This design comes from an exercise in tuning for a short achievable clock period on the open sky130 flow, not from production work. Only simulation tests tie the RTL to the original design; equivalence was not proved. No driver is modelled on the clock port, so clocking that relies on it looks cheaper here than on a real chip. Power is estimated from default activity; no workload was simulated.

==> inputs of run R <==
==> flow/design.v <==
package mips16_pkg;
    localparam logic [2:0] OP_RTYPE   = 3'b000;
    localparam logic [2:0] OP_ADDI    = 3'b001;
    localparam logic [3:0] FUNCT_ADD  = 4'b0001;
    localparam logic [3:0] FUNCT_SUB  = 4'b0010;
    localparam logic [3:0] FUNCT_AND  = 4'b0011;
    localparam logic [3:0] FUNCT_OR   = 4'b0100;
    localparam logic [3:0] FUNCT_SLT  = 4'b0101;
    localparam logic [3:0] FUNCT_SLL1 = 4'b0110;
    localparam logic [3:0] FUNCT_SRL1 = 4'b0111;
    function automatic logic [7:1] reg_oh(input logic [2:0] r);
        reg_oh = 7'(8'b1 << r >> 1);
    endfunction
endpackage
module mips16_regfile (
    input  logic        clk,
    input  logic        reset,
    input  logic [7:1]  rsel_a,
    input  logic [7:1]  rsel_b,
    input  logic        byp_a,    
    input  logic        byp_b,    
    output logic [15:0] rdata_a,
    output logic [15:0] rdata_b,
    input  logic        we,       
    input  logic [7:1]  wsel,     
    input  logic [15:0] wdata
);
    logic [15:0] regs [1:7];
    for (genvar i = 1; i < 8; i++) begin : g_reg
        always_ff @(posedge clk or negedge reset) begin
            if (!reset) begin
                regs[i] <= '0;
            end else if (we && wsel[i]) begin
                regs[i] <= wdata;
            end
        end
    end
    always_comb begin
        rdata_a = '0;
        rdata_b = '0;
        for (int i = 1; i < 8; i++) begin
            rdata_a = rdata_a | ({16{rsel_a[i]}} & regs[i]);
            rdata_b = rdata_b | ({16{rsel_b[i]}} & regs[i]);
        end
        if (byp_a) rdata_a = wdata;
        if (byp_b) rdata_b = wdata;
    end
endmodule
module mips16_core #(
    parameter int IMEM_DEPTH = 256    
) (
    input  logic        clk,
    input  logic        reset,
    input  logic [15:0] din,
    input  logic        wen,
    input  logic        pc_reset,
    input  logic        rd_en,
    output logic [15:0] dout
);
    logic [15:0]     imem [256];
    logic [7:0]      ptr;
    logic [15:0]     ptr_row_oh;    
    logic [15:0]     ptr_col_oh;    
    logic [255:0]    ptr_oh;        
    logic [7:0]      pc;
    logic [7:0]      pc1;           
    logic [15:0]     ra_oh;         
    logic [15:0]     c_oh;          
    logic [15:0]     fw;            
    logic [15:0]     ra [16];
    logic [15:0]     rc [16];
    logic advance, go;
    assign advance = rd_en && !wen;
    assign go      = advance && !pc_reset;
    for (genvar i = 0; i < 256; i++) begin : g_imem
        always_ff @(posedge clk) begin
            if (ptr_oh[i]) begin
                imem[i] <= din;
            end
        end
    end
    logic [15:0] rc_oh;           
    assign rc_oh = {ra_oh[14:0], ra_oh[15]};
    logic row_step;                  
    assign row_step = go && c_oh[15];
    logic mA, mC;
    logic [15:0] ptr_row_nx, ra_nx, ra_nx2;
    assign ptr_row_nx = {ptr_row_oh[14:0], ptr_row_oh[15]};
    assign ra_nx      = rc_oh;
    assign ra_nx2     = {ra_oh[13:0], ra_oh[15:14]};
    logic ptr_row_step;
    assign ptr_row_step = wen && ptr_col_oh[15];
    logic mA_rst, mC_rst, mA_stp, mC_stp, mA_hld, mC_hld;
    assign mA_rst = ptr_row_step ? ptr_row_nx[0] : ptr_row_oh[0];
    assign mC_rst = ptr_row_step ? ptr_row_nx[1] : ptr_row_oh[1];
    assign mA_stp = |(ptr_row_oh & ra_nx);     
    assign mC_stp = |(ptr_row_oh & ra_nx2);
    assign mA_hld = ptr_row_step ? |(ptr_row_nx & ra_oh) : |(ptr_row_oh & ra_oh);
    assign mC_hld = ptr_row_step ? |(ptr_row_nx & ra_nx) : |(ptr_row_oh & ra_nx);
    always_ff @(posedge clk or negedge reset) begin
        if (!reset) begin
            mA <= 1'b1;
            mC <= 1'b0;
        end else if (pc_reset) begin
            mA <= mA_rst;
            mC <= mC_rst;
        end else if (row_step) begin
            mA <= mA_stp;
            mC <= mC_stp;
        end else begin
            mA <= mA_hld;
            mC <= mC_hld;
        end
    end
    logic m_a, m_c;
    assign m_a = wen && (pc_reset ? ptr_row_oh[0] : mA);
    assign m_c = wen && mC;      
    logic [15:0] rc_src [16];
    always_comb begin
        for (int k = 0; k < 16; k++) begin
            rc_src[k] = '0;
            for (int r = 0; r < 16; r++) begin
                rc_src[k] = rc_src[k] | ({16{rc_oh[r]}} & imem[r * 16 + k]);
            end
        end
    end
    always_ff @(posedge clk) begin
        for (int k = 0; k < 16; k++) begin
            if (m_a && ptr_col_oh[k])      ra[k] <= din;
            else if (pc_reset)             ra[k] <= imem[k];
            else if (row_step)             ra[k] <= rc[k];
            if (m_c && ptr_col_oh[k])      rc[k] <= din;
            else                           rc[k] <= rc_src[k];
        end
    end
    logic [15:0] rd1;
    always_comb begin
        rd1 = '0;
        for (int k = 0; k < 16; k++) begin
            rd1 = rd1 | ({16{c_oh[k]}} & ra[k]);
        end
    end
    logic [15:0] fw_n;
    always_comb begin
        if (pc_reset) begin
            fw_n = ((ptr != 8'd0 || wen) && !(wen && ptr == 8'd255))
                 ? ((ptr == 8'd0) ? din : imem[0]) : 16'h0000;
        end else if (advance) begin
            fw_n = (pc1 < ptr) ? rd1 : 16'h0000;
        end else if (wen) begin
            fw_n = (ptr == 8'd255) ? 16'h0000 : (pc == ptr) ? din : fw;
        end else begin
            fw_n = fw;
        end
    end
    logic [2:0]  w_op;
    logic [3:0]  w_funct;
    logic        w_rtype, w_addi, w_fv;
    logic [2:0]  w_dest;
    assign w_op    = fw[15:13];
    assign w_funct = fw[3:0];
    assign w_rtype = (w_op == mips16_pkg::OP_RTYPE);
    assign w_addi  = (w_op == mips16_pkg::OP_ADDI);
    assign w_fv    = (w_funct != 4'd0) && !w_funct[3];
    assign w_dest  = w_addi ? fw[9:7] : fw[6:4];
    logic [7:1]  d_rsa, d_rsb;    
    logic [7:1]  d_wsel;          
    logic        d_imm;           
    logic [6:0]  d_immv;
    logic        d_sub, d_add, d_and, d_or, d_slt, d_sll, d_srl;
    logic [15:0] e_a, e_b;
    logic        e_cin;
    logic        e_add, e_and, e_or, e_slt, e_sll, e_srl;
    logic [7:1]  e_wsel;
    logic [4:0]  m_sum0;          
    logic [3:1][4:0] m_sum_n0;    
    logic [3:1][4:0] m_sum_n1;    
    logic        m_a15, m_b15;    
    logic        m_add, m_slt;
    logic [15:0] m_logic;         
    logic [15:0] w_data;
    logic [7:1]  m_wsel, w_wsel;
    logic        w_we;            
    logic        d_byp_a, d_byp_b;
    logic [15:0] rdata_a, rdata_b;
    mips16_regfile u_regfile (
        .clk     (clk),
        .reset   (reset),
        .rsel_a  (d_rsa),
        .rsel_b  (d_rsb),
        .byp_a   (d_byp_a),
        .byp_b   (d_byp_b),
        .rdata_a (rdata_a),
        .rdata_b (rdata_b),
        .we      (go),
        .wsel    (w_wsel),
        .wdata   (w_data)
    );
    logic [15:0] id_b;
    assign id_b = d_imm ? {{9{d_immv[6]}}, d_immv} : rdata_b;
    logic [4:0]  ex_sum0;
    logic [3:1][4:0] ex_sum_n0;
    logic [3:1][4:0] ex_sum_n1;
    logic [15:0] ex_logic;
    logic [15:0] e_bx;            
    assign e_bx = e_b ^ {16{e_cin}};
    assign ex_sum0 = {1'b0, e_a[3:0]} + {1'b0, e_bx[3:0]} + {4'd0, e_cin};
    for (genvar n = 1; n < 4; n++) begin : g_nib
        assign ex_sum_n0[n] = {1'b0, e_a[4*n +: 4]} + {1'b0, e_bx[4*n +: 4]};
        assign ex_sum_n1[n] = {1'b0, e_a[4*n +: 4]} + {1'b0, e_bx[4*n +: 4]} + 5'd1;
    end
    assign ex_logic   = ({16{e_and}} & (e_a & e_b))
                      | ({16{e_or}}  & (e_a | e_b))
                      | ({16{e_sll}} & {e_b[14:0], 1'b0})
                      | ({16{e_srl}} & {1'b0, e_b[15:1]});
    logic [15:0] mem_sum;
    logic [3:1][4:0] mem_nib;
    logic        mem_lt;
    logic [15:0] mem_res;
    assign mem_nib[1] = m_sum0[4]     ? m_sum_n1[1] : m_sum_n0[1];
    assign mem_nib[2] = mem_nib[1][4] ? m_sum_n1[2] : m_sum_n0[2];
    assign mem_nib[3] = mem_nib[2][4] ? m_sum_n1[3] : m_sum_n0[3];
    assign mem_sum = {mem_nib[3][3:0], mem_nib[2][3:0], mem_nib[1][3:0], m_sum0[3:0]};
    assign mem_lt  = (m_a15 == m_b15) ? m_a15 : mem_sum[15];
    assign mem_res = ({16{m_add}} & mem_sum)
                   | {15'd0, m_slt & mem_lt}
                   | m_logic;
    always_ff @(posedge clk or negedge reset) begin
        if (!reset) begin
            ptr    <= '0;
            ptr_row_oh <= 16'd1;
            ptr_col_oh <= 16'd1;
            ptr_oh <= 256'd1;
            pc     <= '0;
            pc1    <= 8'd1;
            ra_oh  <= 16'd1;
            c_oh   <= 16'd2;
            fw     <= '0;
            d_wsel <= '0;
            e_wsel <= '0;
            m_wsel <= '0;
            w_wsel <= '0;
            w_we   <= 1'b0;
            d_byp_a <= 1'b0;
            d_byp_b <= 1'b0;
            d_rsa  <= '0;
            d_rsb  <= '0;
            w_data <= '0;
            dout   <= '0;
        end else begin
            if (wen) begin
                ptr <= ptr + 8'd1;
                ptr_col_oh <= {ptr_col_oh[14:0], ptr_col_oh[15]};
                ptr_oh <= {ptr_oh[254:0], ptr_oh[255]};
                if (ptr_col_oh[15]) begin
                    ptr_row_oh <= {ptr_row_oh[14:0], ptr_row_oh[15]};
                end
            end
            fw <= fw_n;
            if (pc_reset) begin
                pc     <= '0;
                pc1    <= 8'd1;
                ra_oh  <= 16'd1;
                c_oh   <= 16'd2;
                d_wsel <= '0;
                e_wsel <= '0;
                m_wsel <= '0;
                w_wsel <= '0;
                w_we   <= 1'b0;
                d_byp_a <= 1'b0;
                d_byp_b <= 1'b0;
            end else if (advance) begin
                pc     <= pc1;
                pc1    <= pc1 + 8'd1;
                c_oh   <= {c_oh[14:0], c_oh[15]};
                if (c_oh[15]) begin
                    ra_oh <= rc_oh;
                end
                d_wsel <= (w_addi || (w_rtype && w_fv)) ? mips16_pkg::reg_oh(w_dest) : 7'd0;
                e_wsel <= d_wsel;
                m_wsel <= e_wsel;
                w_wsel <= m_wsel;
                w_we   <= |m_wsel;
                d_byp_a <= |(mips16_pkg::reg_oh(fw[12:10]) & m_wsel);
                d_byp_b <= |(mips16_pkg::reg_oh(fw[9:7]) & m_wsel);
                d_rsa  <= mips16_pkg::reg_oh(fw[12:10]);
                d_rsb  <= mips16_pkg::reg_oh(fw[9:7]);
                w_data <= mem_res;
                if (w_we) begin
                    dout <= w_data;
                end
            end
        end
    end
    always_ff @(posedge clk) begin
        if (go) begin
            d_imm  <= w_addi;
            d_immv <= fw[6:0];
            d_add  <= w_addi || (w_funct == mips16_pkg::FUNCT_ADD);
            d_sub  <= !w_addi && (w_funct == mips16_pkg::FUNCT_SUB);
            d_and  <= !w_addi && (w_funct == mips16_pkg::FUNCT_AND);
            d_or   <= !w_addi && (w_funct == mips16_pkg::FUNCT_OR);
            d_slt  <= !w_addi && (w_funct == mips16_pkg::FUNCT_SLT);
            d_sll  <= !w_addi && (w_funct == mips16_pkg::FUNCT_SLL1);
            d_srl  <= !w_addi && (w_funct == mips16_pkg::FUNCT_SRL1);
            e_a    <= rdata_a;
            e_b    <= id_b;
            e_cin  <= d_sub || d_slt;
            e_add  <= d_add || d_sub;
            e_and  <= d_and;
            e_or   <= d_or;
            e_slt  <= d_slt;
            e_sll  <= d_sll;
            e_srl  <= d_srl;
            m_sum0    <= ex_sum0;
            m_sum_n0  <= ex_sum_n0;
            m_sum_n1  <= ex_sum_n1;
            m_a15     <= e_a[15];
            m_b15     <= e_bx[15];
            m_add     <= e_add;
            m_slt     <= e_slt;
            m_logic   <= ex_logic;
        end
    end
endmodule
==> flow/flow/run.sh <==
#!/bin/bash
set -euo pipefail
work=$(pwd)
bash standard.sh POST_CTS_TCL="$work/flow/clkroot.tcl" MATCH_CELL_FOOTPRINT=0 finish > "$work/standard_flow.log" 2>&1
test -f "$work/out/final.def"
==> flow/flow/clkroot.tcl <==
set blk [ord::get_db_block]
set port [$blk findBTerm clk]
set pnet [$port getNet]
set its [$pnet getITerms]
puts "clock port net [$pnet getName] drives [llength $its] pins"
if {[llength $its] == 1} {
  set root [[lindex $its 0] getInst]
  set master [[$root getMaster] getName]
  set onet ""
  foreach it [$root getITerms] {
    if {[$it isOutputSignal]} { set onet [$it getNet] }
  }
  set loads {}
  foreach it [$onet getITerms] {
    if {[$it isInputSignal]} { lappend loads $it }
  }
  puts "root [$root getName] ($master) drives [llength $loads] pins on [$onet getName]"
  if {[string match "*clkbuf*" $master] && [llength $loads] <= 4} {
    foreach it $loads {
      $it disconnect
      $it connect $pnet
    }
    foreach it [$root getITerms] { $it disconnect }
    odb::dbInst_destroy $root
    odb::dbNet_destroy $onet
    puts "removed root buffer; clock port now drives [llength [$pnet getITerms]] pins"
  }
}
==> flow/standard.sh <==
#!/bin/bash
# synth_recipe.tcl (not shown) runs the flow's synth.tcl, then flattens the netlist and writes it again
# the make line also repeats each setting of config.mk as NAME=value (left out here)
make -C /OpenROAD-flow-scripts/flow DESIGN_CONFIG=/design/flow/config.mk WORK_HOME=/design/flow/orfs CLKGATE_MAP_FILE= SYNTH_SCRIPT=/design/flow/synth_recipe.tcl "${@:-finish}"
==> flow/config.mk <==
export PLATFORM = sky130hd
export DESIGN_NAME = mips16_core
export DESIGN_NICKNAME = mips16_core
export VERILOG_FILES = /design/flow/design.v
export SDC_FILE = /design/flow/constraint.sdc
export NUM_CORES = 4
export LEC_CHECK = 0
export ABC_CLOCK_PERIOD_IN_PS = 1800
export CAP_MARGIN = 20
export CORE_MARGIN = 2
export CORE_UTILIZATION = 35
export SETUP_SLACK_MARGIN = 2.6
export SLEW_MARGIN = 20
export SYNTH_MEMORY_MAX_BITS = 8192
export TNS_END_PERCENT = 5
==> flow/constraint.sdc <==
create_clock -name core_clock -period 4.8 [get_ports {clk}]
set_input_delay 0.9600 -clock core_clock [delete_from_list [all_inputs] [get_ports {clk}]]
set_output_delay 0.9600 -clock core_clock [all_outputs]
set_load 0.01 [all_outputs]
==> run A (differences from run R) <==
==> flow/run.sh (new file) <==
#!/bin/bash
# synth_recipe.tcl (not shown) runs the flow's synth.tcl, then flattens the netlist and writes it again
# the make line also repeats each setting of config.mk as NAME=value (left out here)
make -C /OpenROAD-flow-scripts/flow DESIGN_CONFIG=/design/flow/config.mk WORK_HOME=/design/flow/orfs CLKGATE_MAP_FILE= SYNTH_SCRIPT=/design/flow/synth_recipe.tcl finish
--- a/flow/config.mk
+++ b/flow/config.mk
@@ -9,7 +9,7 @@
 export CAP_MARGIN = 20
 export CORE_MARGIN = 2
 export CORE_UTILIZATION = 35
-export SETUP_SLACK_MARGIN = 2.6
+export SETUP_SLACK_MARGIN = 2.4
 export SLEW_MARGIN = 20
 export SYNTH_MEMORY_MAX_BITS = 8192
 export TNS_END_PERCENT = 5
removed: flow/flow/run.sh
removed: flow/flow/clkroot.tcl
removed: flow/standard.sh
==> summary.txt <==
metric	run R	run A
Clock buffer count in the final layout	768	789
GR Layer Usage met3	0.0375	0.0372
Detailed Routing Iterations Pass 1	7	8
Final-stage net count	11800	11800
Detailed Route Iter0 Violations	17000	18100
Avg WL per Cell	32.0 um	32.4 um
Total power of the final layout	0.0948 W	0.0946 W
Top fanout value on the critical path	29	134
Gr usage total	0.214	0.215
Number of instances on the worst hold path	0	1
Seq area share	0.678	0.681
Result of the run	no timing/DRC/antenna violations	no timing/DRC/antenna violations
Switching component of the power	0.0203 W	0.0201 W
Cell leakage power	75.2 nW	74.6 nW
Post-Place Setup Slack	0.777 ns	0.955 ns
Met2 track demand over resource	0.342	0.346
Number of buffer and inverter instances along the worst setup path	2	3
Internal power of the cells	0.0745 W	0.0744 W
Met1 Wirelength	248000 um	246000 um
Total wirelength of the detailed-routed design	631000 um	636000 um

[static timing again, ports no longer ideal]
The flow's constraints put no driver on any port. The routed layouts listed below were extracted and timed again, unchanged, in two steps.
Step 1: set_driving_cell puts a clkbuf_16 on clk and a buf_2 on each other input, an assumption about the parent block.
Step 2 times the ports against the registers' clock, not the clock port: input delays grow and output delays shrink by t, the midpoint of the rising clock arrivals with the driver on.
a / b / c = ideal / step 1 / step 2; a / b = the first two.
run	t, ns	slack for setup (ns)	latest minus earliest clock arrival (ns)
run R	1.007	2.349 / 2.323 / 1.476	0.083 / 0.082
run A	1.181	2.186 / 2.147 / 1.058	0.089 / 0.090
After both steps every run listed still meets setup and hold. The setup slack of run A, which loses most, moves by -0.039 ns with the drivers and by -1.128 ns with both steps.
